Background: an optimization exercise with open tools, aiming at small area, a short achievable clock period and few clock cycles. Do not read the settings as production practice. RTL that was checked went through simulation tests only; none was proved equivalent to the original. Function not checked in runs 2, 3 and 5: the RTL went through the layout flow alone. No activity file was given, so power comes from the tool's default toggle rates.

==> flow/design.v <==
package tanimoto_pkg;
    typedef logic [32-1:0]    vec_t;
    typedef logic [6-1:0]    cnt_t;
    typedef logic [7-1:0]    thr_t;
    typedef logic [8-1:0]     qid_t;
    typedef logic [2-1:0] ref_idx_t;
    typedef logic [4-1:0]     mask_t;
    typedef logic [4-1:0] credit_t;
    typedef struct packed {
        logic valid;
        vec_t vec;
        cnt_t cnt;
        qid_t id;
    } query_t;
    typedef struct packed {
        logic  valid;
        qid_t  id;
        mask_t mask;
    } hit_t;
    typedef struct packed {
        qid_t     query_id;
        ref_idx_t ref_idx;
    } id_pair_t;
    typedef struct packed {
        logic en;
        cnt_t addr;
        thr_t data;
    } thr_wr_t;
endpackage
`timescale 1ns/1ps
module tanimoto_top (
    input  logic        clk,
    input  logic        rstn,
    input  logic        i_vec_valid,
    input  logic [31:0] i_vec,
    input  logic [13:0] i_thr_wr,
    input  logic        i_out_credit,
    output logic [9:0]  o_pair,
    output logic        o_pair_valid,
    output logic        o_in_credit
);
    localparam int K  = 10;          
    localparam int PW = $clog2(K);   
    function automatic integer ubits(input integer c);
        ubits = (c <= 1) ? 6 : (c <= 17) ? 5 : (c <= 25) ? 4 : (c <= 29) ? 3 : (c <= 31) ? 2 : 1;
    endfunction
    logic [8:0] wd;           
    logic [7:0] wh;           
    logic [5:0] wu;
    logic       wen;
    logic [5:0] waddr, wdata;
    assign wd = {2'b00, i_thr_wr[6:0]} + 9'd1 - {2'b00, i_thr_wr[12:7], 1'b0};
    assign wh = {1'b0, i_thr_wr[6:0]} - 8'd32 - {2'b00, i_thr_wr[12:7]};
    assign wu = wd[8] ? 6'd0 : !wh[7] ? 6'd33 - i_thr_wr[12:7] : wd[5:0];
    always_ff @(posedge clk) begin
        wen   <= rstn & i_thr_wr[13];
        waddr <= i_thr_wr[12:7];
        wdata <= wu;
    end
    logic [5:0] thr [33];
    always_ff @(posedge clk) begin
        for (int e = 0; e < 33; e++) begin
            if (!rstn) thr[e] <= (e == 0) ? 6'd1 : 6'd0;
            else if (wen && waddr == 6'(e)) thr[e] <= wdata & 6'((1 << ubits(e)) - 1);
        end
    end
    logic        v0;
    logic [31:0] q0;
    logic [2:0]  nload;       
    logic        ld0;
    logic [31:0] ref_v [4];
    logic [5:0]  ref_a [4];
    always_ff @(posedge clk) begin
        q0 <= i_vec;
        v0 <= rstn & i_vec_valid;
    end
    assign ld0 = ~nload[2];
    always_ff @(posedge clk) begin
        if (!rstn) nload <= '0;
        else if (v0 && ld0) nload <= nload + 3'd1;
    end
    always_ff @(posedge clk) begin
        for (int r = 0; r < 4; r++)
            if (v0 && ld0 && nload[1:0] == 2'(r)) ref_v[r] <= q0;
    end
    function automatic [2:0] pc4(input [3:0] x);
        logic s, c, h;
        s = x[0] ^ x[1] ^ x[2];
        c = (x[0] & x[1]) | (x[0] & x[2]) | (x[1] & x[2]);
        h = s & x[3];
        pc4 = {c & h, c ^ h, s ^ x[3]};
    endfunction
    function automatic [3:0] pc8(input [7:0] x);
        pc8 = 4'(pc4(x[3:0])) + 4'(pc4(x[7:4]));
    endfunction
    logic        v1, ld1;
    logic [1:0]  idx1;
    logic [3:0][3:0] pb1;
    logic [3:0][3:0][3:0] pc1;
    always_ff @(posedge clk) begin
        v1   <= rstn & v0 & ~ld0;
        ld1  <= rstn & v0 & ld0;
        idx1 <= nload[1:0];
        for (int g = 0; g < 4; g++) begin
            pb1[g] <= pc8(q0[g*8 +: 8]);
            for (int r = 0; r < 4; r++) pc1[r][g] <= pc8(q0[g*8 +: 8] & ref_v[r][g*8 +: 8]);
        end
    end
    function automatic [5:0] add4(input [3:0] p0, input [3:0] p1, input [3:0] p2, input [3:0] p3);
        logic [4:0] s1, k1, s2, k2, a, b, d;
        a  = {1'b0, p0};
        b  = {1'b0, p1};
        d  = {1'b0, p2};
        s1 = a ^ b ^ d;
        k1 = ((a & b) | (a & d) | (b & d)) << 1;
        a  = {1'b0, p3};
        s2 = s1 ^ k1 ^ a;
        k2 = ((s1 & k1) | (s1 & a) | (k1 & a)) << 1;
        add4 = 6'(s2) + 6'(k2);
    endfunction
    logic        v2, ld2;
    logic [1:0]  idx2;
    logic [5:0]  b2;
    logic [3:0][7:0] lo2;
    logic [3:0][4:0] hi2;
    always_ff @(posedge clk) begin
        v2   <= rstn & v1;
        ld2  <= rstn & ld1;
        idx2 <= idx1;
        b2   <= add4(pb1[0], pb1[1], pb1[2], pb1[3]);
        for (int r = 0; r < 4; r++) begin
            logic [5:0] c;
            c = add4(pc1[r][0], pc1[r][1], pc1[r][2], pc1[r][3]);
            lo2[r] <= 8'd1 << c[2:0];
            hi2[r] <= 5'd1 << c[5:3];
        end
    end
    always_ff @(posedge clk) begin
        for (int r = 0; r < 4; r++)
            if (ld2 && idx2 == 2'(r)) ref_a[r] <= b2;
    end
    logic        v3;
    logic [3:0][5:0] u3, x3;
    always_ff @(posedge clk) begin
        v3 <= rstn & v2;
        for (int r = 0; r < 4; r++) begin
            logic [5:0] u, c;
            u = '0;
            for (int e = 0; e < 33; e++)
                u = u | ((lo2[r][e % 8] && hi2[r][e / 8]) ? thr[e] : 6'd0);
            c[2:0] = 3'((lo2[r][1] | lo2[r][3] | lo2[r][5] | lo2[r][7]) ? 1 : 0)
                   | 3'((lo2[r][2] | lo2[r][3] | lo2[r][6] | lo2[r][7]) ? 2 : 0)
                   | 3'((lo2[r][4] | lo2[r][5] | lo2[r][6] | lo2[r][7]) ? 4 : 0);
            c[5:3] = 3'((hi2[r][1] | hi2[r][3]) ? 1 : 0)
                   | 3'((hi2[r][2] | hi2[r][3]) ? 2 : 0)
                   | 3'(hi2[r][4] ? 4 : 0);
            u3[r] <= u;
            x3[r] <= ref_a[r] + b2 - {c[4:0], 1'b0};
        end
    end
    logic [3:0]   ring [K];
    logic [K-1:0] nz;
    logic [K-1:0] wp;
    always_ff @(posedge clk) begin
        for (int i = 0; i < K; i++) begin
            if (v3 && wp[i]) begin
                for (int r = 0; r < 4; r++) ring[i][r] <= x3[r] < u3[r];
                nz[i] <= (x3[0] < u3[0]) | (x3[1] < u3[1]) | (x3[2] < u3[2]) | (x3[3] < u3[3]);
            end
        end
    end
    logic [7:0]   rid, hd_id;
    logic [K-1:0] rp;
    logic [PW:0]  cnt;
    logic [3:0]   hd, e0, e1;
    logic         nz0, nz1;
    logic [3:0]   ocred;
    logic [1:0]   sel;
    logic         av0, av1, send, last, hfree, load0, load1, skip0, skip1, take1, take2;
    always_comb begin
        e0 = '0; e1 = '0; nz0 = 1'b0; nz1 = 1'b0;
        for (int i = 0; i < K; i++) begin
            e0  = e0  | (rp[i] ? ring[i] : 4'd0);
            e1  = e1  | (rp[i] ? ring[(i + 1) % K] : 4'd0);
            nz0 = nz0 | (rp[i] & nz[i]);
            nz1 = nz1 | (rp[i] & nz[(i + 1) % K]);
        end
    end
    assign av0   = cnt != '0;
    assign av1   = cnt[PW:1] != '0;
    always_comb begin
        sel = 2'd0;
        for (int i = 3; i >= 0; i--) if (hd[i]) sel = 2'(i);
    end
    assign send  = (hd != 4'd0) && (ocred != 4'd0);
    assign last  = (hd & (hd - 4'd1)) == 4'd0;
    assign hfree = (hd == 4'd0) || (send && last);
    assign skip0 = av0 && !nz0;
    assign load0 = av0 && nz0 && hfree;
    assign skip1 = skip0 && av1 && !nz1;
    assign load1 = skip0 && av1 && nz1 && hfree;
    assign take2 = skip1 | load1;
    assign take1 = (skip0 | load0) & ~take2;
    always_ff @(posedge clk) begin
        if (!rstn) begin
            wp    <= K'(1);
            rp    <= K'(1);
            cnt   <= '0;
            rid   <= '0;
            hd    <= '0;
            ocred <= '0;
            o_pair_valid <= 1'b0;
        end else begin
            if (v3) wp <= {wp[K-2:0], wp[K-1]};
            if (take1) rp <= {rp[K-2:0], rp[K-1]};
            else if (take2) rp <= {rp[K-3:0], rp[K-1:K-2]};
            cnt   <= take2 ? cnt + (PW+1)'(v3) - (PW+1)'(2) :
                     take1 ? cnt + (PW+1)'(v3) - (PW+1)'(1) : cnt + (PW+1)'(v3);
            rid   <= take2 ? rid + 8'd2 : take1 ? rid + 8'd1 : rid;
            hd    <= load0 ? e0 : load1 ? e1 : (send ? (hd & ~(4'd1 << sel)) : hd);
            ocred <= ocred + 4'(i_out_credit) - 4'(send);
            o_pair_valid <= send;
        end
        if (load0) hd_id <= rid;
        else if (load1) hd_id <= rid + 8'd1;
        o_pair <= {hd_id, sel};
    end
    logic [2:0]  owed, owed_e;
    logic [PW:0] free;
    logic [1:0]  rel;
    logic        ret;
    assign owed_e = owed + 3'(v1);
    assign ret    = (owed_e != 3'd0) && (free != '0);
    always_ff @(posedge clk) begin
        if (!rstn) begin
            owed <= '0;
            free <= (PW+1)'(K - 4);
            rel  <= '0;
            o_in_credit <= 1'b0;
        end else begin
            owed <= owed_e - 3'(ret);
            rel  <= 2'(skip0) + 2'(skip1) + 2'(send & last);
            free <= free - (PW+1)'(ret) + (PW+1)'(rel);
            o_in_credit <= ret;
        end
    end
endmodule
==> flow/run.sh <==
#!/bin/bash
# synth_recipe.tcl (not shown) runs the flow's synth.tcl, then flattens the netlist and writes it again
# the make line also repeats each setting of config.mk as NAME=value (left out here)
make -C /OpenROAD-flow-scripts/flow DESIGN_CONFIG=/design/flow/config.mk WORK_HOME=/design/flow/orfs CLKGATE_MAP_FILE= SYNTH_SCRIPT=/design/flow/synth_recipe.tcl finish
==> flow/config.mk <==
export PLATFORM = sky130hd
export DESIGN_NAME = tanimoto_top
export DESIGN_NICKNAME = tanimoto_top
export VERILOG_FILES = /design/flow/design.v
export SDC_FILE = /design/flow/constraint.sdc
export NUM_CORES = 4
export LEC_CHECK = 0
export ABC_CLOCK_PERIOD_IN_PS = 2200
export CAP_MARGIN = 20
export CORE_MARGIN = 2
export CORE_UTILIZATION = 35
export CTS_BUF_LIST = sky130_fd_sc_hd__clkbuf_8
export CTS_CLUSTER_SIZE = 30
export PLACE_DENSITY = 0.6
export SETUP_SLACK_MARGIN = 1.6
export SLEW_MARGIN = 20
==> flow/constraint.sdc <==
create_clock -name core_clock -period 4.0 [get_ports {clk}]
set_input_delay 0.8000 -clock core_clock [delete_from_list [all_inputs] [get_ports {clk}]]
set_output_delay 0.8000 -clock core_clock [all_outputs]
set_load 0.01 [all_outputs]
==> impl_metrics.ini, run 1 <==
[place]
io_buffer_count = 61
gp_congestion = 0.961
place_hpwl_mm = 63.7
dpl_cell_area_um2 = 34300

[critical_path]
worstPathRequired_ps = 4620
crit_chain = fa_1 > fa_1 > ha_2 > inv_2 > fa_2 > a21boi_1 > mux2i_1 > nor3_1
critical_path_class = reg2reg
critical-path-max-stage-delay_ps = 520
cp_max_fo = 4
worst_ep_arrival_time_ps = 3190
endpoint_kind = flop
critPathMostFrequentCell = fa_1
slowest_stage = fa_1
start_kind = flop

[clocking]
clkSinkCount = 658
clock_latency_ps = 750
cts_tree = yes
numCtsBuffers = 111
cts_root_buffer = clkbuf_8
clk_path_buf_depth = 3
h-tree-depth = 3
path_clk_slew_ps = 60

[cells_and_area]
layout-drive-gt1-share_pct = 14.4
fillers = 8733
fin_nets = 3446
mostFrequentLayoutCell = dfxtp_1
regArea_um2 = 15400
final_cell_area_um2 = 37800
multi_input_area_um2 = 16400
final_cell_mix = dfxtp_1 (393), inv_1 (237), ha_1 (229), a22oi_1 (223), nor2_1 (218)
area_growth_pct = 16.8

[floorplan]
num_rows = 111
io_pins = 62
fp.dieW_um = 308
fp.dieH_um = 308
start_util_pct = 35.3
die_area_um2 = 94800
core_area_um2 = 91700

[global_routing]
grt_overflow = 0
grt_pass1_vias = 23231
track_usage_pct = 19.7
grt_pass1_wl_mm = 142
grt_max_degree = 99
antenna_found_initial = 2

[yosys]
synth_flop_cell = dfxtp_1
synth-async-reset-ratio_pct = 0
synth_edf_count = 210
synth_nets = 3341
syn-cell-area_um2 = 32300
synthMuxAreaShare_pct = 4.34
synth_compound_area_share_pct = 13.5
syn_area_per_cell_um2 = 11.1
yosys_warnings = 5
synth-simple-area-share_pct = 10.9
synth_xor_area_share_pct = 2.49
synth.distinct_cells = 67
synthCells = 2917
synth_top_family_by_area = adder cells
seq_area_frac_synth_pct = 47.2
synthAdderAreaFrac_pct = 17.3
synth-seq-cells = 658

[detailed_routing]
avgRoutedWirePerCell_um = 22.0
drt_first_iter_violations = 2588
drc = 0
drt-total-wl_mm = 94.6
via_per_inst = 5.44
vias = 23462
ant_nets = 0
dr.pass1.iters = 11

[timing]
min_period_ps = 2570
finalSetupViolations = 0
rsz0062_at_grt = yes
drv_slew = 0
relSlewSlack_pct = 31.6
finClkSkew_ps = 36.5
hold_viol = 0
tns_ps = 0
worst_pin_slew_ps = 1020
period_share_pct = 64.3
fmax_mhz = 389

[power]
power_leakage_uw = 0.0158
total_power_uw = 25100
power_density_nw_per_um2 = 664
worst_ir_drop_vdd_uv = 414

[job]
maxCapViolations = 0

[run_status]
status = finished clean

[min_path]
hold_path.class = in2reg
routing by layer:
layer,vias to the layer above,track usage [%],part of all wire (%)
met1,11173,25.4,41
met3,366,5.16,9.1
met4,2,9.21,5.2
li1,10698,-,-
met5,-,0,0.014
met2,1223,30.8,45
where the power goes:
group	switching (µW)	internal [µW]	leakage (µW)
Clock	2820	3460	0.00137
Sequential	1280	8050	0.00561
Combinational	5190	4290	0.00881
Total	9290	15800	0.0158
logic make-up after synthesis:
kind of cell / after synthesis
AOI/OAI and AO/OA: 584
xor gates and xnor gates: 92
adders and majority gates: 375
buffers and inverters: 358
DFF: 658
muxes: 140
and+or+nand+nor: 710
stage by stage:
| step | hold slack [ps] | setup slack, ps | std cells | util (%) |
|---|---|---|---|---|
| floorplan | 310 | 1560 | 2917 | - |
| global placement | 323 | 799 | 4063 | 37.5 |
| detailed placement | 328 | 792 | 4063 | 37.5 |
| CTS | 342 | 1390 | 4288 | 40.6 |
| global route | 237 | 1350 | 4307 | 41.2 |
| finish | 251 | 1430 | 4309 | 41.2 |
Yosys cell counts (all sizes together) (5+ instances only):
| cell | n | share of area (%) |
|---|---|---|
| nand3 | 68 | 1.1 |
| nor2b | 17 | 0.33 |
| a222oi | 49 | 1.5 |
| dfxtp | 448 | 28 |
| nor4 | 15 | 0.29 |
| fa | 121 | 7.5 |
| o22ai | 5 | 0.097 |
| o211ai | 6 | 0.14 |
| a32oi | 8 | 0.22 |
| a21oi | 79 | 1.2 |
| clkbuf | 126 | 1.5 |
| nor2 | 227 | 2.6 |
| nor3 | 21 | 0.34 |
| edfxtp | 210 | 20 |
| and3b | 7 | 0.19 |
| and2 | 152 | 2.9 |
| xor2 | 18 | 0.49 |
| o21ai | 30 | 0.46 |
| a22o | 54 | 1.5 |
| a211oi | 6 | 0.18 |
| a22oi | 223 | 5.2 |
| nand4 | 14 | 0.27 |
| ha | 253 | 9.8 |
| nor3b | 18 | 0.43 |
| nand2 | 122 | 1.4 |
| inv | 210 | 2.4 |
| o21a | 8 | 0.19 |
| a31oi | 9 | 0.17 |
| a221oi | 21 | 0.59 |
| mux2i | 138 | 4.3 |
| and3 | 12 | 0.23 |
| xnor2 | 74 | 2.0 |
| buf | 21 | 0.26 |
| nand2b | 19 | 0.37 |
| a21o | 61 | 1.4 |
final timing paths:
kind | from | endpoint | slack, ps | cells past startpoint
setup / recovery | pc1[17] | hi2[5] | 1430 | 8
hold / removal | i_thr_wr[9] | waddr[2] | 250 | 1
setup reg to reg | pc1[17] | hi2[5] | 1430 | 8
hold reg to reg | hd_id[0] | o_pair[2] | 340 | 0
critical path, delay by kind of cell, from the launching register on:
kind / cells / cell delay [ps]
buf+inv: 1 / 40
compound gates: 1 / 140
mux: 1 / 260
simple gates: 1 / 80
flops: 1 / 320
fa+ha+maj: 4 / 1590
area by class of cell:
type                            instances  share of cell area, %
Multi-Input combinational cell       1902                   43.5
Sequential cell                       658                   40.8
Clock buffer                          141                   5.14
Tap cell                             1186                   3.93
Timing Repair Buffer                  138                   3.25
Inverter                              211                   2.11
Clock inverter                         70                   1.21
Antenna cell                            3                 0.0199
flip-flops by register name, summed over array words and instances (netlist names), 24 cells and up:
| signal | cells |
|---|---|
| lo2 | 32 |
| pc1 | 64 |
| q0 | 32 |
| ref_a | 24 |
| ref_v | 128 |
| ring | 40 |
| thr | 141 |
| u3 | 24 |
| x3 | 24 |
timing repair:
item | in CTS | in global routing
cloned | 0 | 1
pin swaps | 41 | 46
setup buffers | 14 | 17
endpoints found under the setup margin | 186 | 131
hold buffers | 0 | 0
gates resized for setup | 136 | 99
Testbench counts, summed over its fixed seeds: cycles 3,204.
==> inputs of run 2 (changes only) <==
--- a/flow/design.v
+++ b/flow/design.v
@@ -122,6 +122,6 @@
     logic [1:0]  idx2;
     logic [5:0]  b2;
+    logic [3:0][5:0] c2;
     logic [3:0][7:0] lo2;
-    logic [3:0][4:0] hi2;
     always_ff @(posedge clk) begin
         v2   <= rstn & v1;
@@ -132,6 +132,6 @@
             logic [5:0] c;
             c = add4(pc1[r][0], pc1[r][1], pc1[r][2], pc1[r][3]);
+            c2[r]  <= c;
             lo2[r] <= 8'd1 << c[2:0];
-            hi2[r] <= 5'd1 << c[5:3];
         end
     end
@@ -145,16 +145,12 @@
         v3 <= rstn & v2;
         for (int r = 0; r < 4; r++) begin
-            logic [5:0] u, c;
+            logic [5:0] u;
+            logic [4:0] hi;
+            hi = 5'd1 << c2[r][5:3];
             u = '0;
             for (int e = 0; e < 33; e++)
-                u = u | ((lo2[r][e % 8] && hi2[r][e / 8]) ? thr[e] : 6'd0);
-            c[2:0] = 3'((lo2[r][1] | lo2[r][3] | lo2[r][5] | lo2[r][7]) ? 1 : 0)
-                   | 3'((lo2[r][2] | lo2[r][3] | lo2[r][6] | lo2[r][7]) ? 2 : 0)
-                   | 3'((lo2[r][4] | lo2[r][5] | lo2[r][6] | lo2[r][7]) ? 4 : 0);
-            c[5:3] = 3'((hi2[r][1] | hi2[r][3]) ? 1 : 0)
-                   | 3'((hi2[r][2] | hi2[r][3]) ? 2 : 0)
-                   | 3'(hi2[r][4] ? 4 : 0);
+                u = u | ((lo2[r][e % 8] && hi[e / 8]) ? thr[e] : 6'd0);
             u3[r] <= u;
-            x3[r] <= ref_a[r] + b2 - {c[4:0], 1'b0};
+            x3[r] <= ref_a[r] + b2 - {c2[r][4:0], 1'b0};
         end
     end
@@ -226,10 +222,11 @@
         o_pair <= {hd_id, sel};
     end
-    logic [2:0]  owed, owed_e;
-    logic [PW:0] free;
+    logic [2:0]  owed;
+    logic [PW:0] free, fr0, fr1;
     logic [1:0]  rel;
     logic        ret;
-    assign owed_e = owed + 3'(v1);
-    assign ret    = (owed_e != 3'd0) && (free != '0);
+    assign ret = ((owed != 3'd0) || v1) && (free != '0);
+    assign fr0 = free + (PW+1)'(rel);
+    assign fr1 = free + (PW+1)'(rel) - (PW+1)'(1);
     always_ff @(posedge clk) begin
         if (!rstn) begin
@@ -239,7 +236,11 @@
             o_in_credit <= 1'b0;
         end else begin
-            owed <= owed_e - 3'(ret);
+            case ({v1, ret})
+                2'b10:   owed <= owed + 3'd1;
+                2'b01:   owed <= owed - 3'd1;
+                default: owed <= owed;
+            endcase
             rel  <= 2'(skip0) + 2'(skip1) + 2'(send & last);
-            free <= free - (PW+1)'(ret) + (PW+1)'(rel);
+            free <= ret ? fr1 : fr0;
             o_in_credit <= ret;
         end
--- a/flow/config.mk
+++ b/flow/config.mk
@@ -9,8 +9,8 @@
 export CAP_MARGIN = 20
 export CORE_MARGIN = 2
-export CORE_UTILIZATION = 35
+export CORE_UTILIZATION = 30
 export CTS_BUF_LIST = sky130_fd_sc_hd__clkbuf_8
 export CTS_CLUSTER_SIZE = 30
-export PLACE_DENSITY = 0.6
-export SETUP_SLACK_MARGIN = 1.6
+export PLACE_DENSITY = 0.55
+export SETUP_SLACK_MARGIN = 1.7
 export SLEW_MARGIN = 20
==> impl_metrics.ini, run 2 <==
[critical_path]
cp_max_fo = 4
worst_ep_arrival_time_ps = 3170
endpoint = lo2[31]
critical-path-max-stage-delay_ps = 590
rrSetupSlack_ps = 1480
critical_path_class = reg2reg
critPathLaunch = pc1[49]
crit_chain = fa_1 > fa_1 > ha_2 > inv_2 > fa_2 > inv_2 > and3_1
worstRegToRegCells = 7
rr_endpoint = lo2[31]
r2r-start = pc1[49]
start_kind = flop
endpoint_kind = flop
worstPathRequired_ps = 4650
slowest_stage = fa_2

[cells_and_area]
top_register = thr
area_growth_pct = 23.1
fillers = 10670
fin_nets = 3658
final_cell_area_um2 = 40700
multi_input_area_um2 = 18000
mostFrequentLayoutCell = dfxtp_1
final_cell_mix = dfxtp_1 (389), inv_1 (242), edfxtp_1 (210), nor2_1 (201), ha_1 (153)
largest_reg_flops = 141
layout-drive-gt1-share_pct = 21.9
regArea_um2 = 15500
instances_no_fill = 4756
largestRegisters = thr x141, ref_v x128, pc1 x64

[detailed_routing]
drt-total-wl_mm = 112
via_per_inst = 5.19
dr.pass1.iters = 10
drc = 0
vias = 24695
ant_nets = 0
avgRoutedWirePerCell_um = 23.5
drt_first_iter_violations = 2301

[floorplan]
fp.dieH_um = 336
num_rows = 121
die_area_um2 = 113000
fp.dieW_um = 336
io_pins = 62
start_util_pct = 30.3
core_area_um2 = 109000

[clocking]
path_clk_slew_ps = 70
ctsHoldBuffers = 0
cts_root_buffer = clkbuf_8
cts_tree = yes
h-tree-depth = 3
numCtsBuffers = 113
clk_path_buf_depth = 3
clock_latency_ps = 800
clkSinkCount = 662

[global_routing]
grt_overflow = 0
grt_use_met3_pct = 4.33
grt_max_degree = 85
grt_pass1_wl_mm = 163
grt_busiest_layer = met2
grt_pass1_vias = 24922
track_usage_pct = 19.3
antenna_found_initial = 3
met1_usage_pct = 25.0
grt_util_met2_pct = 30.5

[yosys]
syn_area_per_cell_um2 = 10.9
synth_edf_count = 210
synth_most_common_cell = dfxtp_1
synth_xor_area_share_pct = 2.39
synth_flop_cell = dfxtp_1
synth_top_area_share_pct = 27.4
synth-seq-cells = 662
synth_common_cells = dfxtp_1 (452), ha_1 (246), inv_1 (244), edfxtp_1 (210), nor2_1 (210)
syn-cell-area_um2 = 33000
synth.distinct_cells = 74
synth_compound_area_share_pct = 13.2
yosys-top-cells-area = dfxtp_1 (27%), edfxtp_1 (19%), ha_1 (9.3%)
synthMuxAreaShare_pct = 5.13
synth-simple-area-share_pct = 11.7
synth-async-reset-ratio_pct = 0
synthCells = 3032
synthAdderAreaFrac_pct = 16.7
synth_top_family_by_area = adder cells
synth_nets = 3450
yosys_warnings = 5
seq_area_frac_synth_pct = 46.5
yosysTopAreaCell = dfxtp_1

[place]
dpl_cell_area_um2 = 35700
place_hpwl_mm = 80.7
gp_congestion = 1.04
dp.cells = 4447
pre_cts_ws_ps = 909
io_buffer_count = 61

[min_path]
hold_path.class = in2reg
hold_start = i_thr_wr[10]

[timing]
drv_slew = 0
holdWs_ps = 293
period_share_pct = 63.0
finClkSkew_ps = 80.3
worst_pin_slew_ps = 1140
fmax_mhz = 397
setup_ws_ps = 1480
finalSetupViolations = 0
relSlewSlack_pct = 23.6
hold_viol = 0
min_period_ps = 2520
rsz0062_at_grt = yes
tns_ps = 0

[power]
pwr-share-comb_pct = 42.4
p_sw_share_pct = 37.8
seqPwrFrac_pct = 33.9
worst_ir_drop_vdd_uv = 534
power_leakage_uw = 0.0163
switchingPower_uw = 10300
internal-power_uw = 17000
power_density_nw_per_um2 = 671
pwr-share-clk_pct = 23.7

[job]
maxCapViolations = 0

[run_status]
status = finished clean
[run 2: changes by cell type in the layout (fill, tap and decap cells not counted), sizes merged, moves of 16 or more]
| cell | delta |
|---|---|
| a21oi | +34 |
| a31oi | +16 |
| clkinv | +16 |
| nand2 | +28 |
| inv | +30 |
| o21ai | +25 |
| a22oi | -104 |
| buf | +85 |
[run 2: what timing repair did]
action / in CTS / in global routing
pin swaps: 58 / 136
gates cloned: 0 / 3
endpoints found under the setup margin: 197 / 244
resized for setup: 190 / 270
buffers inserted: 45 / 44
[run 2: worst max-delay path, delay by kind of cell, from the launching register on]
family,cells,cell delay (ps)
adders and majority gates,4,1760
buffers and inverters,2,130
DFF,1,320
and+or+nand+nor,1,180
[run 2: routing by layer]
layer,part of all wire (%),vias to the layer above,routed length [µm]
met5,0.013,-,14
met4,4.8,2,5320
met3,7.6,277,8540
met2,45,1006,50600
met1,42,12132,47500
li1,-,11278,-
[run 2: how the worst min path moves through the flow]
stage	to	cells after the start
5_1_grt	waddr[2]	1
6_report	waddr[3]	1
4_1_cts	idx2[0]	0
3_3_place_gp	idx2[0]	0
3_5_place_dp	idx2[0]	0
2_1_floorplan	idx2[0]	0
[run 2: kinds of logic after synthesis]
| logic type | Yosys count |
|---|---|
| flip-flops | 662 |
| AO/OA/AOI/OAI | 599 |
| XOR/XNOR | 90 |
| adder cells (fa/ha/maj) | 369 |
| AND/OR/NAND/NOR | 762 |
| buffers and inverters | 384 |
| multiplexers | 166 |
[run 2: power by group through the flow]
stage	clock network, µW	logic, µW	registers, µW
after global routing	6930	12600	9300
after detailed placement	0	8870	9320
final	6470	11600	9230
after global placement	0	8830	9320
after floorplan	0	6370	8670
after CTS	6650	9980	9200
[run 2: layout make-up]
cell class | instances | share of cell area, %
clock inverters | 86 | 1.58
diodes | 2 | 0.0123
flip-flops and latches | 662 | 38.2
repair buffers | 230 | 4.96
multi-input cells | 1987 | 44.2
inverters | 246 | 2.34
well taps | 1414 | 4.35
clock buffers | 129 | 4.37
[run 2: per-stage QoR]
stage          utilization, %  total power [µW]
6_report                 37.3             27300
5_1_grt                  37.3             28900
4_1_cts                  35.8             25800
3_5_place_dp             32.7             18200
3_3_place_gp             32.7             18200
2_1_floorplan               -             15000
==> inputs of run 3 (changes only) <==
--- a/flow/config.mk
+++ b/flow/config.mk
@@ -6,5 +6,5 @@
 export NUM_CORES = 4
 export LEC_CHECK = 0
-export ABC_CLOCK_PERIOD_IN_PS = 2200
+export ABC_AREA = 1
 export CAP_MARGIN = 20
 export CORE_MARGIN = 2
@@ -13,4 +13,4 @@
 export CTS_CLUSTER_SIZE = 30
 export PLACE_DENSITY = 0.55
-export SETUP_SLACK_MARGIN = 1.7
+export SETUP_SLACK_MARGIN = 1.3
 export SLEW_MARGIN = 20
==> impl_metrics.ini, run 3 <==
[run_status]
status = finished clean

[min_path]
hold_path.class = reg2reg

[clocking]
cts_root_buffer = clkbuf_8
clkSinkCount = 662
path_clk_slew_ps = 60
clk_path_buf_depth = 3
cts_tree = yes
h-tree-depth = 3
cts_setup_buffers = 0
numCtsBuffers = 117
clock_latency_ps = 810

[cells_and_area]
largest_reg_flops = 141
utilization_pct = 34.9
layout-drive-gt1-share_pct = 6.50
area_growth_pct = 15.1
multi_input_area_um2 = 14800
fin_nets = 4238
largestRegisters = thr x141, ref_v x128, pc1 x64
instances_no_fill = 5342
regArea_um2 = 15400
final_cell_mix = inv_1 (721), nand2_1 (607), dfxtp_1 (448), ha_1 (246), a21oi_1 (217)
mostFrequentLayoutCell = inv_1
fillers = 11297
top_register = thr

[timing]
min_period_ps = 2670
hold_viol = 0
relSlewSlack_pct = 30.5
fmax_mhz = 374
rsz0062_at_grt = yes
finalSetupViolations = 0
drv_slew = 0
worst_pin_slew_ps = 1040
finClkSkew_ps = 59.1
period_share_pct = 66.8
tns_ps = 0
setup_ws_ps = 1330

[place]
dp.cells = 5113
gp_congestion = 1.06
place_hpwl_mm = 101
pre_cts_ws_ps = 963
io_buffer_count = 61

[critical_path]
critical_path_class = reg2reg
critical-path-max-stage-delay_ps = 480
worst_ep_arrival_time_ps = 3270
start_kind = flop
critPathMostFrequentCell = nand2_1
cp_max_fo = 13
cp.buffers_inverters = 1
cp_top_family = simple AND/OR/NAND/NOR gates
crit_chain = nor2_1 > nand2_1 > clkinvlp_4 > nand2_1 > o22ai_1 > nor2_1 > nand2_1 > nor3_1 > nand3_1
slowest_stage = dfxtp_1
endpoint_kind = flop
worstPathRequired_ps = 4600

[yosys]
yosysTopAreaCell = dfxtp_1
synth_nets = 4090
synth_flop_cell = dfxtp_1
seq_area_frac_synth_pct = 46.5
synth_top_area_share_pct = 27.4
yosys-top-cells-area = dfxtp_1 (27%), edfxtp_1 (19%), ha_1 (9.3%)
synthCells = 3672
synth-async-reset-ratio_pct = 0
yosys_warnings = 5
synth_most_common_cell = inv_1
syn_area_per_cell_um2 = 9.00
synth_common_cells = inv_1 (691), nand2_1 (607), dfxtp_1 (452), ha_1 (246), nor2_1 (219)
synth_edf_count = 210
synth-seq-cells = 662
syn-cell-area_um2 = 33100
synth.distinct_cells = 52

[detailed_routing]
vias = 26420
ant_nets = 0
dr.pass1.iters = 6
drt_first_iter_violations = 2284
via_per_inst = 4.95
avgRoutedWirePerCell_um = 24.3
drt-total-wl_mm = 130
drc = 0

[floorplan]
io_pins = 62
core_area_um2 = 109000
die_area_um2 = 113000
fp.dieW_um = 336
num_rows = 121
fp.dieH_um = 336
start_util_pct = 30.3

[global_routing]
track_usage_pct = 23.0
grt_overflow = 0
grt_pass1_vias = 26090
grt_max_degree = 72
antenna_found_initial = 5
grt_pass1_wl_mm = 186

[job]
maxCapViolations = 0

[power]
power_leakage_uw = 0.0165
power_density_nw_per_um2 = 634
total_power_uw = 24100
worst_ir_drop_vdd_uv = 303
run 3: changes by cell type in the layout (fill, tap and decap cells not counted), sizes merged, moves of 118 or more:
cell	before	now
mux2i	149	0
inv	278	727
o21ai	55	206
nand2	150	613
o22ai	7	204
buf	160	30
a22oi	119	1
and2	154	1
run 3: path summary, 6_finish.rpt:
path                              start      end  slack, ps  cells past startpoint
worst min register to register  idx1[0]  idx2[0]        330                      0
worst max register to register   c2[23]   u3[20]       1330                      9
worst max-delay path             c2[23]   u3[20]       1330                      9
worst min-delay path            idx1[0]  idx2[0]        330                      0
run 3: timing repair:
item | 4_1_cts | 5_1_grt
gates resized for setup | 0 | 9
hold buffers | 0 | 0
setup endpoints to repair | 0 | 10
run 3: cell families after synthesis:
group / count (synthesis) / synth area share, %
and+or+nand+nor: 1091 / 13.8
buffers and inverters: 775 / 8.94
AOI/OAI and AO/OA: 696 / 12.0
DFF: 662 / 46.5
adders and majority gates: 368 / 16.7
xor gates and xnor gates: 80 / 2.12
run 3: per-layer routing:
| layer | global-route usage (%) | part of all wire (%) | vias up |
|---|---|---|---|
| met5 | 0 | 0.018 | - |
| met4 | 12.1 | 5.7 | 4 |
| met3 | 4.69 | 6.8 | 333 |
| met2 | 35.7 | 44 | 1000 |
| met1 | 30.2 | 44 | 12640 |
| li1 | - | - | 12443 |
run 3: through the flow:
| stage | instance area, µm² | hold slack [ps] |
|---|---|---|
| 2_1_floorplan | 33100 | 310 |
| 3_3_place_gp | 35400 | 311 |
| 3_5_place_dp | 35400 | 314 |
| 4_1_cts | 38000 | 330 |
| 5_1_grt | 38100 | 337 |
| 6_report | 38100 | 327 |
run 3: report_power, final:
part | switching [µW] | internal, µW | total (µW)
registers | 1000 | 8110 | 9110
clock network | 3010 | 3810 | 6820
logic | 5230 | 2980 | 8210
total | 9240 | 14900 | 24100
run 3: layout make-up:
class	count	area share, %
clock inverters	88	1.84
well taps	1414	4.65
repair buffers	90	2.27
flip-flops and latches	662	40.4
diodes	4	0.0263
inverters	714	7.06
multi-input cells	2235	38.9
clock buffers	135	4.88
==> inputs of run 4 (changes only) <==
--- a/flow/design.v
+++ b/flow/design.v
@@ -40,5 +40,5 @@
     output logic        o_in_credit
 );
-    localparam int K  = 10;          
+    localparam int K  = 9;           
     localparam int PW = $clog2(K);   
     function automatic integer ubits(input integer c);
@@ -53,34 +53,30 @@
     assign wh = {1'b0, i_thr_wr[6:0]} - 8'd32 - {2'b00, i_thr_wr[12:7]};
     assign wu = wd[8] ? 6'd0 : !wh[7] ? 6'd33 - i_thr_wr[12:7] : wd[5:0];
-    always_ff @(posedge clk) begin
+    logic wall;
+    always_ff @(posedge clk) begin
+        wall  <= ~rstn;
         wen   <= rstn & i_thr_wr[13];
         waddr <= i_thr_wr[12:7];
-        wdata <= wu;
+        wdata <= rstn ? wu : 6'd0;
     end
     logic [5:0] thr [33];
     always_ff @(posedge clk) begin
         for (int e = 0; e < 33; e++) begin
-            if (!rstn) thr[e] <= (e == 0) ? 6'd1 : 6'd0;
-            else if (wen && waddr == 6'(e)) thr[e] <= wdata & 6'((1 << ubits(e)) - 1);
-        end
-    end
-    logic        v0;
-    logic [31:0] q0;
+            if (wall || (wen && waddr == 6'(e)))
+                thr[e] <= (wdata | ((e == 0) ? 6'(wall) : 6'd0)) & 6'((1 << ubits(e)) - 1);
+        end
+    end
     logic [2:0]  nload;       
     logic        ld0;
     logic [31:0] ref_v [4];
     logic [5:0]  ref_a [4];
-    always_ff @(posedge clk) begin
-        q0 <= i_vec;
-        v0 <= rstn & i_vec_valid;
-    end
     assign ld0 = ~nload[2];
     always_ff @(posedge clk) begin
         if (!rstn) nload <= '0;
-        else if (v0 && ld0) nload <= nload + 3'd1;
+        else if (i_vec_valid && ld0) nload <= nload + 3'd1;
     end
     always_ff @(posedge clk) begin
         for (int r = 0; r < 4; r++)
-            if (v0 && ld0 && nload[1:0] == 2'(r)) ref_v[r] <= q0;
+            if (rstn && i_vec_valid && ld0 && nload[1:0] == 2'(r)) ref_v[r] <= i_vec;
     end
     function automatic [2:0] pc4(input [3:0] x);
@@ -99,10 +95,10 @@
     logic [3:0][3:0][3:0] pc1;
     always_ff @(posedge clk) begin
-        v1   <= rstn & v0 & ~ld0;
-        ld1  <= rstn & v0 & ld0;
+        v1   <= rstn & i_vec_valid & ~ld0;
+        ld1  <= rstn & i_vec_valid & ld0;
         idx1 <= nload[1:0];
         for (int g = 0; g < 4; g++) begin
-            pb1[g] <= pc8(q0[g*8 +: 8]);
-            for (int r = 0; r < 4; r++) pc1[r][g] <= pc8(q0[g*8 +: 8] & ref_v[r][g*8 +: 8]);
+            pb1[g] <= pc8(i_vec[g*8 +: 8]);
+            for (int r = 0; r < 4; r++) pc1[r][g] <= pc8(i_vec[g*8 +: 8] & ref_v[r][g*8 +: 8]);
         end
     end
--- a/flow/config.mk
+++ b/flow/config.mk
@@ -6,5 +6,5 @@
 export NUM_CORES = 4
 export LEC_CHECK = 0
-export ABC_AREA = 1
+export ABC_CLOCK_PERIOD_IN_PS = 2200
 export CAP_MARGIN = 20
 export CORE_MARGIN = 2
@@ -13,4 +13,4 @@
 export CTS_CLUSTER_SIZE = 30
 export PLACE_DENSITY = 0.55
-export SETUP_SLACK_MARGIN = 1.3
+export SETUP_SLACK_MARGIN = 1.5
 export SLEW_MARGIN = 20
==> impl_metrics.ini, run 4 <==
[run_status]
status = finished clean

[cells_and_area]
largest_reg_flops = 141
top_register = thr
fin_nets = 3198
final_cell_mix = edfxtp_1 (346), dfxtp_1 (258), inv_1 (243), ha_1 (149), and2_1 (120)
largestRegisters = thr x141, ref_v x128, pc1 x64
fillers = 10119
mostFrequentLayoutCell = edfxtp_1
layout-drive-gt1-share_pct = 17.0
area_growth_pct = 19.1

[job]
maxCapViolations = 0

[clocking]
cts_root_buffer = clkbuf_8
path_clk_slew_ps = 60
clock_latency_ps = 780
clkSinkCount = 623
h-tree-depth = 3
cts_tree = yes
ctsHoldBuffers = 0
numCtsBuffers = 108
clk_path_buf_depth = 3

[detailed_routing]
vias = 21860
drt_first_iter_violations = 2546
drt-total-wl_mm = 94.1
ant_nets = 0
via_per_inst = 5.14
dr.pass1.iters = 9
drc = 0
avgRoutedWirePerCell_um = 22.1

[critical_path]
critical-path-max-stage-delay_ps = 600
rr_endpoint = lo2[1]
endpoint_kind = flop
worstPathRequired_ps = 4690
worstRegToRegCells = 8
rrSetupSlack_ps = 1470
slowest_stage = fa_2
critical_path_class = reg2reg
r2r-start = pc1[5]
critPathMostFrequentCell = fa_1
crit_chain = fa_1 > fa_1 > ha_2 > inv_2 > fa_2 > buf_6 > nand2_1 > nor2_1
cp_max_fo = 5
critPathLaunch = pc1[5]
start_kind = flop
worst_ep_arrival_time_ps = 3220

[yosys]
synth_compound_area_share_pct = 13.8
synth-async-reset-ratio_pct = 0
synthCells = 2651
yosysTopAreaCell = edfxtp_1
synth_xor_area_share_pct = 2.59
synth_edf_count = 346
synth-seq-cells = 623
synth_top_family_by_area = adder cells
synthMuxAreaShare_pct = 1.78
synth_nets = 3069
syn-cell-area_um2 = 31500
syn_area_per_cell_um2 = 11.9
yosys-top-cells-area = edfxtp_1 (33%), dfxtp_1 (18%), ha_1 (9.8%)
synth-simple-area-share_pct = 9.35
yosys_warnings = 5
synth_flop_cell = edfxtp_1
seq_area_frac_synth_pct = 50.6
synth_top_area_share_pct = 33.0
synth.distinct_cells = 73
synth_common_cells = edfxtp_1 (346), dfxtp_1 (277), inv_1 (251), ha_1 (246), and2_1 (149)
synth_most_common_cell = edfxtp_1
synthAdderAreaFrac_pct = 17.6

[global_routing]
grt_pass1_wl_mm = 140
grt_pass1_vias = 21768
grt_overflow = 0
grt_max_degree = 34
track_usage_pct = 17.4
antenna_found_initial = 4

[timing]
hold_viol = 0
drv_slew = 0
holdWs_ps = 266
min_period_ps = 2530
relSlewSlack_pct = 19.1
finClkSkew_ps = 41.4
finalSetupViolations = 0
worst_pin_slew_ps = 1210
tns_ps = 0
fmax_mhz = 396
period_share_pct = 63.2
rsz0062_at_grt = yes

[place]
io_buffer_count = 61
gp_congestion = 1.02
place_hpwl_mm = 67.9

[floorplan]
io_pins = 62
fp.dieH_um = 328
core_area_um2 = 104000
fp.dieW_um = 328
start_util_pct = 30.3
num_rows = 118
die_area_um2 = 108000

[power]
worst_ir_drop_vdd_uv = 355
power_density_nw_per_um2 = 717
power_leakage_uw = 0.0146

[min_path]
worstHoldPathCells = 1
holdPathEnd = waddr[1]
hold_start = i_thr_wr[8]
hold_path.class = in2reg
## run 4: changes by cell type after synthesis, moves of 148 or more
cell | before | now
and2_1 | 1 | 149
dfxtp_1 | 452 | 277
inv_1 | 691 | 251
nand2_1 | 607 | 120
o21ai_0 | 202 | 51
o22ai_1 | 204 | 24
## run 4: final cells by class
cell class / instances / area [µm²] / share of cell area, %
multi-input cells: 1669 / 15400 / 41.2
flip-flops and latches: 623 / 16000 / 42.6
clock inverters: 84 / 667 / 1.78
repair buffers: 125 / 1120 / 2.98
inverters: 253 / 952 / 2.54
diodes: 3 / 7.51 / 0.0200
clock buffers: 119 / 1640 / 4.37
well taps: 1380 / 1730 / 4.60
## run 4: cells by family (layout without fill, tap and decap cells)
kind of cell,count (synthesis),in the layout
adder cells (fa/ha/maj),369,369
buffers and inverters,359,581
XOR/XNOR,93,93
multiplexers,53,53
AND/OR/NAND/NOR,560,560
other,0,3
flip-flops,623,623
AO/OA/AOI/OAI,594,594
## run 4: layer usage
layer	part of all wire, %	vias to the layer above	global-route usage, %	wire length (µm)
met2	44	1044	26.5	41600
met3	8.1	247	4.08	7590
met1	44	10618	23.4	41000
li1	-	9945	-	-
met4	4.1	6	8.07	3870
met5	0.038	-	0	36
## run 4: timing repair
action                                  4_1_cts  5_1_grt
cloned                                        0        0
buffers inserted                              5        5
pin swaps                                     8       14
endpoints found under the setup margin       94       81
resized for setup                            57       54
## run 4: worst max-delay path, delay by kind of cell (launching register included)
kind	cells	cell delay [ps]
fa+ha+maj	4	1780
flops	1	360
buf+inv	2	180
simple gates	2	140
## run 4: worst max path at each step
stage          endpoint  slack, ps
2_1_floorplan   pc1[13]       1410
3_3_place_gp    pc1[54]        610
3_5_place_dp    pc1[45]        560
4_1_cts         lo2[15]       1430
5_1_grt          lo2[9]       1410
6_report         lo2[1]       1470
## run 4: power breakdown
part	switching (µW)	internal [µW]	leakage (µW)
Combinational	6220	4820	0.00784
Sequential	1440	8260	0.00552
Clock	2760	3410	0.00129
## run 4: metrics by stage
| stage | worst slack, ps | utilization, % | instance area, µm² | cells | power, µW |
|---|---|---|---|---|---|
| floorplan | 1410 | - | 32500 | 2651 | 16300 |
| global placement | 608 | 33.6 | 34900 | 4040 | 19900 |
| detailed placement | 562 | 33.6 | 34900 | 4040 | 20000 |
| CTS | 1430 | 35.9 | 37300 | 4248 | 26700 |
| global route | 1410 | 36.1 | 37500 | 4255 | 28700 |
| finish | 1470 | 36.1 | 37500 | 4256 | 26900 |
Testbench counts of run 4, summed over its fixed seeds: cycles 3,197.
==> inputs of run 5 (changes only) <==
--- a/flow/design.v
+++ b/flow/design.v
@@ -118,5 +118,5 @@
     logic [1:0]  idx2;
     logic [5:0]  b2;
-    logic [3:0][5:0] c2;
+    logic [3:0][5:3] c2;
     logic [3:0][7:0] lo2;
     always_ff @(posedge clk) begin
@@ -128,5 +128,5 @@
             logic [5:0] c;
             c = add4(pc1[r][0], pc1[r][1], pc1[r][2], pc1[r][3]);
-            c2[r]  <= c;
+            c2[r]  <= c[5:3];
             lo2[r] <= 8'd1 << c[2:0];
         end
@@ -143,10 +143,14 @@
             logic [5:0] u;
             logic [4:0] hi;
-            hi = 5'd1 << c2[r][5:3];
+            logic [2:0] cl;
+            hi = 5'd1 << c2[r];
             u = '0;
             for (int e = 0; e < 33; e++)
                 u = u | ((lo2[r][e % 8] && hi[e / 8]) ? thr[e] : 6'd0);
             u3[r] <= u;
-            x3[r] <= ref_a[r] + b2 - {c2[r][4:0], 1'b0};
+            cl = {lo2[r][4] | lo2[r][5] | lo2[r][6] | lo2[r][7],
+                  lo2[r][2] | lo2[r][3] | lo2[r][6] | lo2[r][7],
+                  lo2[r][1] | lo2[r][3] | lo2[r][5] | lo2[r][7]};
+            x3[r] <= ref_a[r] + b2 - {c2[r][4:3], cl, 1'b0};
         end
     end
--- a/flow/config.mk
+++ b/flow/config.mk
@@ -9,8 +9,8 @@
 export CAP_MARGIN = 20
 export CORE_MARGIN = 2
-export CORE_UTILIZATION = 30
+export CORE_UTILIZATION = 35
 export CTS_BUF_LIST = sky130_fd_sc_hd__clkbuf_8
 export CTS_CLUSTER_SIZE = 30
-export PLACE_DENSITY = 0.55
-export SETUP_SLACK_MARGIN = 1.5
+export PLACE_DENSITY = 0.6
+export SETUP_SLACK_MARGIN = 1.6
 export SLEW_MARGIN = 20
==> impl_metrics.ini, run 5 <==
[critical_path]
rr_endpoint = lo2[7]
critPathLaunch = pc1[5]
worstRegToRegCells = 6
r2r-start = pc1[5]
worst_ep_arrival_time_ps = 3190
endpoint_kind = flop
rrSetupSlack_ps = 1480
start_kind = flop
worstPathRequired_ps = 4670
critical_path_class = reg2reg
cp_max_fo = 8
endpoint = lo2[7]

[cells_and_area]
fin_nets = 3178
instances_no_fill = 4021
final_cell_mix = edfxtp_1 (346), dfxtp_1 (232), inv_1 (195), a22oi_1 (130), clkbuf_8 (119)
largestRegisters = thr x141, ref_v x128, pc1 x64
mostFrequentLayoutCell = edfxtp_1
top_register = thr
largest_reg_flops = 141
utilization_pct = 43.0
layout-drive-gt1-share_pct = 22.1
area_growth_pct = 21.7

[yosys]
synth.distinct_cells = 71
synth-simple-area-share_pct = 9.45
syn_area_per_cell_um2 = 12.0
syn-cell-area_um2 = 31200
synth-async-reset-ratio_pct = 0
synth_most_common_cell = edfxtp_1
synth_compound_area_share_pct = 14.1
synth_top_family_by_area = adder cells
synth_nets = 3026
seq_area_frac_synth_pct = 50.2
synth_xor_area_share_pct = 2.64
synth_edf_count = 346
synthCells = 2608
synth_top_area_share_pct = 33.3
yosysTopAreaCell = edfxtp_1
synth-seq-cells = 611
yosys-top-cells-area = edfxtp_1 (33%), dfxtp_1 (17%), ha_1 (9.9%)
synthAdderAreaFrac_pct = 17.7
synthMuxAreaShare_pct = 1.90
synth_flop_cell = edfxtp_1
yosys_warnings = 5
synth_common_cells = edfxtp_1 (346), dfxtp_1 (265), ha_1 (246), inv_1 (211), and2_1 (150)

[detailed_routing]
avgRoutedWirePerCell_um = 26.1
vias = 22681
drc = 0
via_per_inst = 5.64
ant_nets = 0
drt_first_iter_violations = 3038
dr.pass1.iters = 9
drt-total-wl_mm = 105

[power]
power_density_nw_per_um2 = 726
worst_ir_drop_vdd_uv = 739
power_leakage_uw = 0.0147

[floorplan]
num_rows = 109
die_area_um2 = 91700
core_area_um2 = 88400
start_util_pct = 35.4
fp.dieW_um = 303
fp.dieH_um = 303
io_pins = 62

[global_routing]
grt_overflow = 0
grt_pass1_wl_mm = 153
grt_pass1_vias = 23150
antenna_found_initial = 6
track_usage_pct = 22.8
grt_max_degree = 35

[timing]
min_period_ps = 2520
setup_ws_ps = 1480
fmax_mhz = 397
finClkSkew_ps = 70.6
relSlewSlack_pct = 23.2
finalSetupViolations = 0
hold_viol = 0
worst_pin_slew_ps = 1150
holdWs_ps = 237
rsz0062_at_grt = yes
tns_ps = 0
drv_slew = 0
period_share_pct = 63.0

[clocking]
clkSinkCount = 611
path_clk_slew_ps = 70
clk_path_buf_depth = 3
cts_tree = yes
h-tree-depth = 3
numCtsBuffers = 106
cts_root_buffer = clkbuf_8
clock_latency_ps = 780

[place]
gp_congestion = 0.989
dp.cells = 3789
pre_cts_ws_ps = 602
place_hpwl_mm = 74.0
io_buffer_count = 61

[min_path]
hold_path.class = in2reg

[job]
maxCapViolations = 0

[run_status]
status = finished clean
==> run 5: changes by cell type in the layout (fill, tap and decap cells not counted), sizes merged, moves of 16 or more <==
cell           previous run  this run
a22o                     35        55
mux2                     14        31
buf                      64        95
a22oi                   113       131
clkdlybuf4s50            37        21
mux2i                    38        20
nand2                   120       102
inv                     285       245
==> run 5: repair_timing <==
action,CTS,global route
endpoints found under the setup margin,196,110
cloned,1,0
pin swaps,19,34
setup buffers,9,18
gates resized for setup,126,82
endpoints found under the hold margin,0,0
hold buffers,0,0
==> run 5: worst min path at each step <==
stage,start,end,slack [ps],depth (start not counted)
2_1_floorplan,idx1[0],idx2[0],310,0
3_3_place_gp,idx1[0],idx2[0],320,0
3_5_place_dp,idx1[0],idx2[0],320,0
4_1_cts,idx1[0],idx2[0],330,0
5_1_grt,i_thr_wr[8],waddr[1],230,1
6_report,i_thr_wr[8],waddr[1],240,1
==> run 5: stage by stage <==
step | total power [µW] | cell area (µm²)
final | 27600 | 38000
after global routing | 29200 | 38000
after CTS | 26800 | 37600
after detailed placement | 20200 | 34900
after global placement | 19900 | 34900
after floorplan | 16200 | 32800
==> run 5: cells by family after synthesis <==
family                     Yosys count
DFF                                611
AOI/OAI and AO/OA                  604
and+or+nand+nor                    551
adders and majority gates          369
buffers and inverters              326
xor gates and xnor gates            94
muxes                               53
==> run 5: cell type report <==
class	count	area, µm²
clock inverters	82	606
fillers	8090	50400
clock buffers	119	1640
flip-flops and latches	611	15800
diodes	3	7.51
well taps	1165	1460
repair buffers	156	1340
multi-input cells	1672	16400
inverters	213	800
==> run 5: layer usage <==
layer	up-vias	GRT usage, %	wire (µm)
li1	9905	-	-
met1	11222	30.1	43400
met5	-	0.104	143
met3	361	6.13	9610
met4	2	11.5	5600
met2	1191	34.4	46100
==> run 5: critical path, stage by stage, from the launching register on <==
cell and delay, ps:
dfxtp_4 380, fa_2 490, fa_1 510, ha_2 180, inv_2 40, fa_2 610, and3b_1 190
==> run 5: where the power goes <==
group | switching [µW] | leakage, µW | internal [µW]
combinational | 6830 | 0.00804 | 5390
clock | 2760 | 0.00126 | 3230
sequential | 1320 | 0.00542 | 8070
==> inputs of run 6 (changes only) <==
--- a/flow/design.v
+++ b/flow/design.v
@@ -40,5 +40,5 @@
     output logic        o_in_credit
 );
-    localparam int K  = 9;           
+    localparam int K  = 10;          
     localparam int PW = $clog2(K);   
     function automatic integer ubits(input integer c);
@@ -103,5 +103,5 @@
         end
     end
-    function automatic [5:0] add4(input [3:0] p0, input [3:0] p1, input [3:0] p2, input [3:0] p3);
+    function automatic [9:0] csa4(input [3:0] p0, input [3:0] p1, input [3:0] p2, input [3:0] p3);
         logic [4:0] s1, k1, s2, k2, a, b, d;
         a  = {1'b0, p0};
@@ -112,20 +112,31 @@
         a  = {1'b0, p3};
         s2 = s1 ^ k1 ^ a;
-        k2 = ((s1 & k1) | (s1 & a) | (k1 & a)) << 1;
-        add4 = 6'(s2) + 6'(k2);
+        k2 = (s1 & k1) | (s1 & a) | (k1 & a);
+        csa4 = {k2, s2};
     endfunction
     logic        v2, ld2;
     logic [1:0]  idx2;
+    logic [9:0]  bsk2;
+    logic [3:0][9:0] csk2;
+    always_ff @(posedge clk) begin
+        v2   <= rstn & v1;
+        ld2  <= rstn & ld1;
+        idx2 <= idx1;
+        bsk2 <= csa4(pb1[0], pb1[1], pb1[2], pb1[3]);
+        for (int r = 0; r < 4; r++) csk2[r] <= csa4(pc1[r][0], pc1[r][1], pc1[r][2], pc1[r][3]);
+    end
+    logic        v2b, ld2b;
+    logic [1:0]  idx2b;
     logic [5:0]  b2;
     logic [3:0][5:3] c2;
     logic [3:0][7:0] lo2;
     always_ff @(posedge clk) begin
-        v2   <= rstn & v1;
-        ld2  <= rstn & ld1;
-        idx2 <= idx1;
-        b2   <= add4(pb1[0], pb1[1], pb1[2], pb1[3]);
+        v2b   <= rstn & v2;
+        ld2b  <= rstn & ld2;
+        idx2b <= idx2;
+        b2    <= 6'(bsk2[4:0]) + {bsk2[9:5], 1'b0};
         for (int r = 0; r < 4; r++) begin
             logic [5:0] c;
-            c = add4(pc1[r][0], pc1[r][1], pc1[r][2], pc1[r][3]);
+            c = 6'(csk2[r][4:0]) + {csk2[r][9:5], 1'b0};
             c2[r]  <= c[5:3];
             lo2[r] <= 8'd1 << c[2:0];
@@ -134,10 +145,10 @@
     always_ff @(posedge clk) begin
         for (int r = 0; r < 4; r++)
-            if (ld2 && idx2 == 2'(r)) ref_a[r] <= b2;
+            if (ld2b && idx2b == 2'(r)) ref_a[r] <= b2;
     end
     logic        v3;
     logic [3:0][5:0] u3, x3;
     always_ff @(posedge clk) begin
-        v3 <= rstn & v2;
+        v3 <= rstn & v2b;
         for (int r = 0; r < 4; r++) begin
             logic [5:0] u;
@@ -189,7 +200,10 @@
         for (int i = 3; i >= 0; i--) if (hd[i]) sel = 2'(i);
     end
-    assign send  = (hd != 4'd0) && (ocred != 4'd0);
-    assign last  = (hd & (hd - 4'd1)) == 4'd0;
-    assign hfree = (hd == 4'd0) || (send && last);
+    logic hz, hs, ocnz;
+    logic [3:0] hd_n;
+    assign send  = hz && ocnz;
+    assign last  = hs;
+    assign hfree = !hz || (send && hs);
+    assign hd_n  = load0 ? e0 : load1 ? e1 : (send ? (hd & ~(4'd1 << sel)) : hd);
     assign skip0 = av0 && !nz0;
     assign load0 = av0 && nz0 && hfree;
@@ -205,5 +219,8 @@
             rid   <= '0;
             hd    <= '0;
+            hz    <= 1'b0;
+            hs    <= 1'b1;
             ocred <= '0;
+            ocnz  <= 1'b0;
             o_pair_valid <= 1'b0;
         end else begin
@@ -214,6 +231,9 @@
                      take1 ? cnt + (PW+1)'(v3) - (PW+1)'(1) : cnt + (PW+1)'(v3);
             rid   <= take2 ? rid + 8'd2 : take1 ? rid + 8'd1 : rid;
-            hd    <= load0 ? e0 : load1 ? e1 : (send ? (hd & ~(4'd1 << sel)) : hd);
+            hd    <= hd_n;
+            hz    <= hd_n != 4'd0;
+            hs    <= (hd_n & (hd_n - 4'd1)) == 4'd0;
             ocred <= ocred + 4'(i_out_credit) - 4'(send);
+            ocnz  <= i_out_credit || (ocred > 4'd1) || (ocred == 4'd1 && !send);
             o_pair_valid <= send;
         end
--- a/flow/config.mk
+++ b/flow/config.mk
@@ -6,5 +6,5 @@
 export NUM_CORES = 4
 export LEC_CHECK = 0
-export ABC_CLOCK_PERIOD_IN_PS = 2200
+export ABC_CLOCK_PERIOD_IN_PS = 2000
 export CAP_MARGIN = 20
 export CORE_MARGIN = 2
@@ -13,4 +13,4 @@
 export CTS_CLUSTER_SIZE = 30
 export PLACE_DENSITY = 0.6
-export SETUP_SLACK_MARGIN = 1.6
+export SETUP_SLACK_MARGIN = 1.9
 export SLEW_MARGIN = 20
==> impl_metrics.ini, run 6 <==
[timing]
rsz0062_at_grt = yes
tns_ps = 0
fmax_mhz = 436
hold_viol = 0
period_share_pct = 57.3
worst_pin_slew_ps = 971
min_period_ps = 2290
finClkSkew_ps = 45.2
drv_slew = 0
finalSetupViolations = 0
relSlewSlack_pct = 35.2

[cells_and_area]
mostFrequentLayoutCell = edfxtp_1
top_register = thr
utilization_pct = 44.6
final_cell_mix = edfxtp_1 (351), dfxtp_1 (265), inv_1 (162), a22oi_1 (159), clkbuf_8 (138)
fin_nets = 3255
largestRegisters = thr x141, ref_v x128, pc1 x64
largest_reg_flops = 141
area_growth_pct = 27.0
layout-drive-gt1-share_pct = 30.7

[power]
power_leakage_uw = 0.0158
worst_ir_drop_vdd_uv = 387
total_power_uw = 29500
power_density_nw_per_um2 = 725

[global_routing]
grt_pass1_wl_mm = 155
track_usage_pct = 22.2
grt_overflow = 0
antenna_found_initial = 2
grt_pass1_vias = 23830
grt_max_degree = 40

[min_path]
hold_path.class = in2reg
hold_start = i_thr_wr[9]

[clocking]
ctsHoldBuffers = 0
clkSinkCount = 670
cts_tree = yes
clock_latency_ps = 790
h-tree-depth = 3
numCtsBuffers = 115
clk_path_buf_depth = 3
path_clk_slew_ps = 60
cts_root_buffer = clkbuf_8

[yosys]
synth-seq-cells = 670
synth_edf_count = 351
synth_flop_cell = edfxtp_1
synth_most_common_cell = edfxtp_1
synthCells = 2598
syn_area_per_cell_um2 = 12.3
synth.distinct_cells = 66
yosys_warnings = 5
synth-async-reset-ratio_pct = 0
yosys-top-cells-area = edfxtp_1 (33%), dfxtp_1 (20%), ha_1 (9.6%)
syn-cell-area_um2 = 32100
yosysTopAreaCell = edfxtp_1
synth_nets = 3017
synth_common_cells = edfxtp_1 (351), dfxtp_1 (319), ha_1 (247), inv_1 (207), a22oi_1 (169)
seq_area_frac_synth_pct = 52.8
synth_top_area_share_pct = 32.9

[floorplan]
num_rows = 111
core_area_um2 = 91200
die_area_um2 = 94100
start_util_pct = 35.1
fp.dieW_um = 307
fp.dieH_um = 307
io_pins = 62

[detailed_routing]
ant_nets = 0
dr.pass1.iters = 10
drt_first_iter_violations = 2752
via_per_inst = 5.58
drt-total-wl_mm = 106
vias = 23034
drc = 0
avgRoutedWirePerCell_um = 25.7

[critical_path]
worstPathRequired_ps = 4670
start_kind = flop
r2r-start = rp[9]
worst_ep_arrival_time_ps = 2960
critical_path_class = reg2reg
critical-path-max-stage-delay_ps = 480
endpoint_kind = flop
critPathLaunch = rp[9]
slowest_stage = or3_4
cp_max_fo = 13
crit_chain = a22oi_2 > nand3_2 > or3_4 > a21oi_4 > buf_12 > mux2i_1 > and3_1 > xnor2_1 > nor2_1

[place]
io_buffer_count = 61
gp_congestion = 0.976
place_hpwl_mm = 71.4

[job]
maxCapViolations = 0

[run_status]
status = finished clean
==> run 6: cell types whose count changed in the layout (fill, tap and decap cells not counted), moves of 33 or more <==
cell and delta:
and2_4 +35, dlygate4sd2_1 -34, buf_4 +42, dfxtp_1 +33, nand2_1 -36, and2_1 -34, inv_1 -33
==> run 6: where the power goes <==
part           leakage (µW)  internal [µW]  switching [µW]
Clock               0.00144           4090            3060
Combinational       0.00847           5560            6630
Sequential          0.00593           8850            1320
Total                0.0158          18500           11000
==> run 6: routing by layer <==
layer	GRT usage, %	share of wire [%]
met1	27.9	40
met2	35.5	46
met3	5.92	9.8
met4	10.7	5.1
met5	0	0.012
==> run 6: worst paths after layout <==
check	slack [ps]	endpoint	cells past startpoint
min	200	waddr[2]	1
max	1710	cnt[4]	9
min reg2reg	330	b2[0]	0
max reg2reg	1710	cnt[4]	9
==> run 6: logic make-up after synthesis <==
group | count (synthesis) | synth area share [%]
DFF | 670 | 52.8
and+or+nand+nor | 502 | 8.68
AOI/OAI and AO/OA | 628 | 14.5
buffers and inverters | 320 | 3.78
muxes | 13 | 0.417
adders and majority gates | 370 | 17.3
xor gates and xnor gates | 95 | 2.59
==> run 6: timing repair <==
action | CTS | global route
endpoints found under the setup margin | 388 | 298
cloned | 3 | 1
resized for setup | 369 | 190
buffers inserted | 63 | 48
pin swaps | 179 | 139
hold endpoints to repair | 0 | 0
==> run 6: worst max-delay path: cells and delay by family (launching register included) <==
| family | cells | cell delay, ps |
|---|---|---|
| buf+inv | 1 | 150 |
| compound gates | 2 | 370 |
| mux | 1 | 230 |
| xor+xnor | 1 | 130 |
| flops | 1 | 430 |
| simple gates | 4 | 880 |
==> run 6: final cells by class <==
cell class | count | area [µm²]
Clock inverter | 82 | 798
Antenna cell | 3 | 7.51
Sequential cell | 670 | 17100
Timing Repair Buffer | 229 | 2000
Tap cell | 1186 | 1480
Multi-Input combinational cell | 1611 | 16700
Clock buffer | 138 | 1900
Fill cell | 8071 | 50500
Inverter | 209 | 798
==> run 6: metrics by stage <==
step / cell area, µm² / hold slack [ps] / cells / worst slack (ps)
global placement: 35700 / 315 / 3790 / 515
floorplan: 33600 / 310 / 2598 / 1420
finish: 40700 / 198 / 4128 / 1710
detailed placement: 35700 / 315 / 3790 / 455
global route: 40700 / 164 / 4127 / 1600
CTS: 39800 / 152 / 4076 / 1740
Testbench counts of run 6, summed over its fixed seeds: cycles 3,204.
==> inputs of run 7 (changes only) <==
--- a/flow/config.mk
+++ b/flow/config.mk
@@ -13,4 +13,4 @@
 export CTS_CLUSTER_SIZE = 30
 export PLACE_DENSITY = 0.6
-export SETUP_SLACK_MARGIN = 1.9
+export SETUP_SLACK_MARGIN = 1.75
 export SLEW_MARGIN = 20
==> impl_metrics.ini, run 7 <==
[detailed_routing]
dr.pass1.iters = 9
avgRoutedWirePerCell_um = 25.3
vias = 22527
via_per_inst = 5.58
drt_first_iter_violations = 2451
drc = 0
drt-total-wl_mm = 102
ant_nets = 0

[power]
worst_ir_drop_vdd_uv = 347
internal-power_uw = 17200
p_sw_share_pct = 37.7
pwr-share-clk_pct = 23.5
switchingPower_uw = 10400
seqPwrFrac_pct = 36.8
pwr-share-comb_pct = 39.7
power_density_nw_per_um2 = 704
power_leakage_uw = 0.0152

[cells_and_area]
top_register = thr
area_growth_pct = 22.5
largest_reg_flops = 141
final_cell_mix = edfxtp_1 (351), dfxtp_1 (280), inv_1 (182), a22oi_1 (166), clkbuf_8 (136)
fin_nets = 3171
mostFrequentLayoutCell = edfxtp_1
fillers = 8196
final_cell_area_um2 = 39300
layout-drive-gt1-share_pct = 24.9
largestRegisters = thr x141, ref_v x128, pc1 x64

[clocking]
clk_path_buf_depth = 3
cts_tree = yes
clkSinkCount = 670
path_clk_slew_ps = 60
cts_root_buffer = clkbuf_8
h-tree-depth = 3
clock_latency_ps = 770
numCtsBuffers = 113

[critical_path]
worst_ep_arrival_time_ps = 2970
rrSetupSlack_ps = 1690
worstPathRequired_ps = 4660
cp_top_family = adder cells
worstRegToRegCells = 8
cp.depth = 8
critPathLaunch = lo2[22]
slowest_stage = fa_1
endpoint_kind = flop
cp_max_fo = 3
start_kind = flop
rr_endpoint = x3[17]
crit_chain = nor4_4 > fa_1 > ha_4 > o21a_1 > o21ai_2 > nand2b_1 > a21oi_2 > xnor2_1
critical-path-max-stage-delay_ps = 550
endpoint = x3[17]
critical_path_class = reg2reg
cp.buffers_inverters = 0
r2r-start = lo2[22]

[yosys]
synth_common_cells = edfxtp_1 (351), dfxtp_1 (319), ha_1 (247), inv_1 (207), a22oi_1 (169)
synth_nets = 3017
syn_area_per_cell_um2 = 12.3
yosysTopAreaCell = edfxtp_1
seq_area_frac_synth_pct = 52.8
synth_most_common_cell = edfxtp_1
synth_flop_cell = edfxtp_1
synth_top_area_share_pct = 32.9
syn-cell-area_um2 = 32100
synthCells = 2598
yosys_warnings = 5
synth-seq-cells = 670
synth.distinct_cells = 66
synth-async-reset-ratio_pct = 0
yosys-top-cells-area = edfxtp_1 (33%), dfxtp_1 (20%), ha_1 (9.6%)
synth_edf_count = 351

[place]
gp_congestion = 0.978
dpl_cell_area_um2 = 35600
place_hpwl_mm = 70.7
io_buffer_count = 61

[timing]
min_period_ps = 2310
worst_pin_slew_ps = 1050
finClkSkew_ps = 63.1
hold_viol = 0
drv_slew = 0
period_share_pct = 57.8
relSlewSlack_pct = 29.7
fmax_mhz = 433
rsz0062_at_grt = yes
tns_ps = 0
finalSetupViolations = 0

[floorplan]
num_rows = 111
start_util_pct = 35.1
fp.dieW_um = 307
io_pins = 62
die_area_um2 = 94100
fp.dieH_um = 307
core_area_um2 = 91200

[global_routing]
antenna_found_initial = 4
grt_overflow = 0
grt_pass1_vias = 23353
grt_max_degree = 34
grt_pass1_wl_mm = 150
track_usage_pct = 21.4

[min_path]
hold_path.class = in2reg

[job]
maxCapViolations = 0

[run_status]
status = finished clean
run 7: changes by cell type in the layout (fill, tap and decap cells not counted), sizes merged, moves of 2 or more:
cell           previous run  this run
buf                     191        93
clkinvlp                  8         2
clkbuf                  151       146
clkdlybuf4s15             8        11
dlymetal6s2s              6         2
clkinv                   37        34
clkdlybuf4s50            11        15
inv                     232       242
dlygate4sd2               0        17
bufinv                   14         7
diode                     3         1
run 7: what timing repair did:
action                                  in CTS  in global routing
endpoints found under the setup margin     237                198
hold buffers                                 0                  0
setup buffers                               17                 12
gates cloned                                 1                  1
pin swaps                                   36                104
gates resized for setup                    203                150
run 7: worst min-delay path by stage:
stage	start	cells after the start	to	slack [ps]
2_1_floorplan	bsk2[0]	0	b2[0]	310
3_3_place_gp	idx1[0]	0	idx2[0]	320
6_report	i_thr_wr[8]	1	waddr[1]	230
3_5_place_dp	idx2[0]	0	idx2b[0]	310
4_1_cts	idx1[1]	0	idx2[1]	330
5_1_grt	i_thr_wr[8]	1	waddr[1]	210
run 7: stage by stage:
stage	cells	hold slack [ps]	util (%)	setup WS, ps	power, µW
6_report	4036	228	43.0	1690	27600
5_1_grt	4036	211	43.0	1600	29200
4_1_cts	4022	328	42.4	1640	27000
3_5_place_dp	3792	314	39.0	448	19800
3_3_place_gp	3791	319	39.0	508	19600
2_1_floorplan	2598	310	-	1420	16200
run 7: cells by family after synthesis:
family | count (synthesis) | share of synthesized area [%]
AND/OR/NAND/NOR | 502 | 8.68
AO/OA/AOI/OAI | 628 | 14.5
multiplexers | 13 | 0.417
adder cells (fa/ha/maj) | 370 | 17.3
XOR/XNOR | 95 | 2.59
buffers and inverters | 320 | 3.78
flip-flops | 670 | 52.8
run 7: metal layers:
layer	GRT usage (%)	part of all wire (%)
met1	26.8	40
met2	34.0	45
met3	5.59	9.1
met4	11.4	5.8
met5	0	0.013
run 7: power by group through the flow:
stage / clock [µW] / sequential, µW / combinational, µW
2_1_floorplan: 0 / 9510 / 6720
3_3_place_gp: 0 / 10200 / 9390
3_5_place_dp: 0 / 10200 / 9580
4_1_cts: 6640 / 10100 / 10200
5_1_grt: 6940 / 10300 / 11900
6_report: 6490 / 10200 / 11000
run 7: final cells by class:
cell class	instances	area, µm²	area share, %
timing repair buffer	148	1270	3.23
clock inverter	76	563	1.43
multi-input combinational	1610	16300	41.5
inverter	209	793	2.02
clock buffer	136	1870	4.77
tap	1186	1480	3.78
sequential	670	17000	43.3
antenna	1	2.50	0.00637

Re-timed with assumed drivers on the ports (clkbuf_16 on the clock, buf_2 on other inputs), run 7 has 1.688 ns of setup slack against 1.688 ns with ideal ports, and 1.007 ns once port delays also move by the mid clock arrival of 0.796 ns.
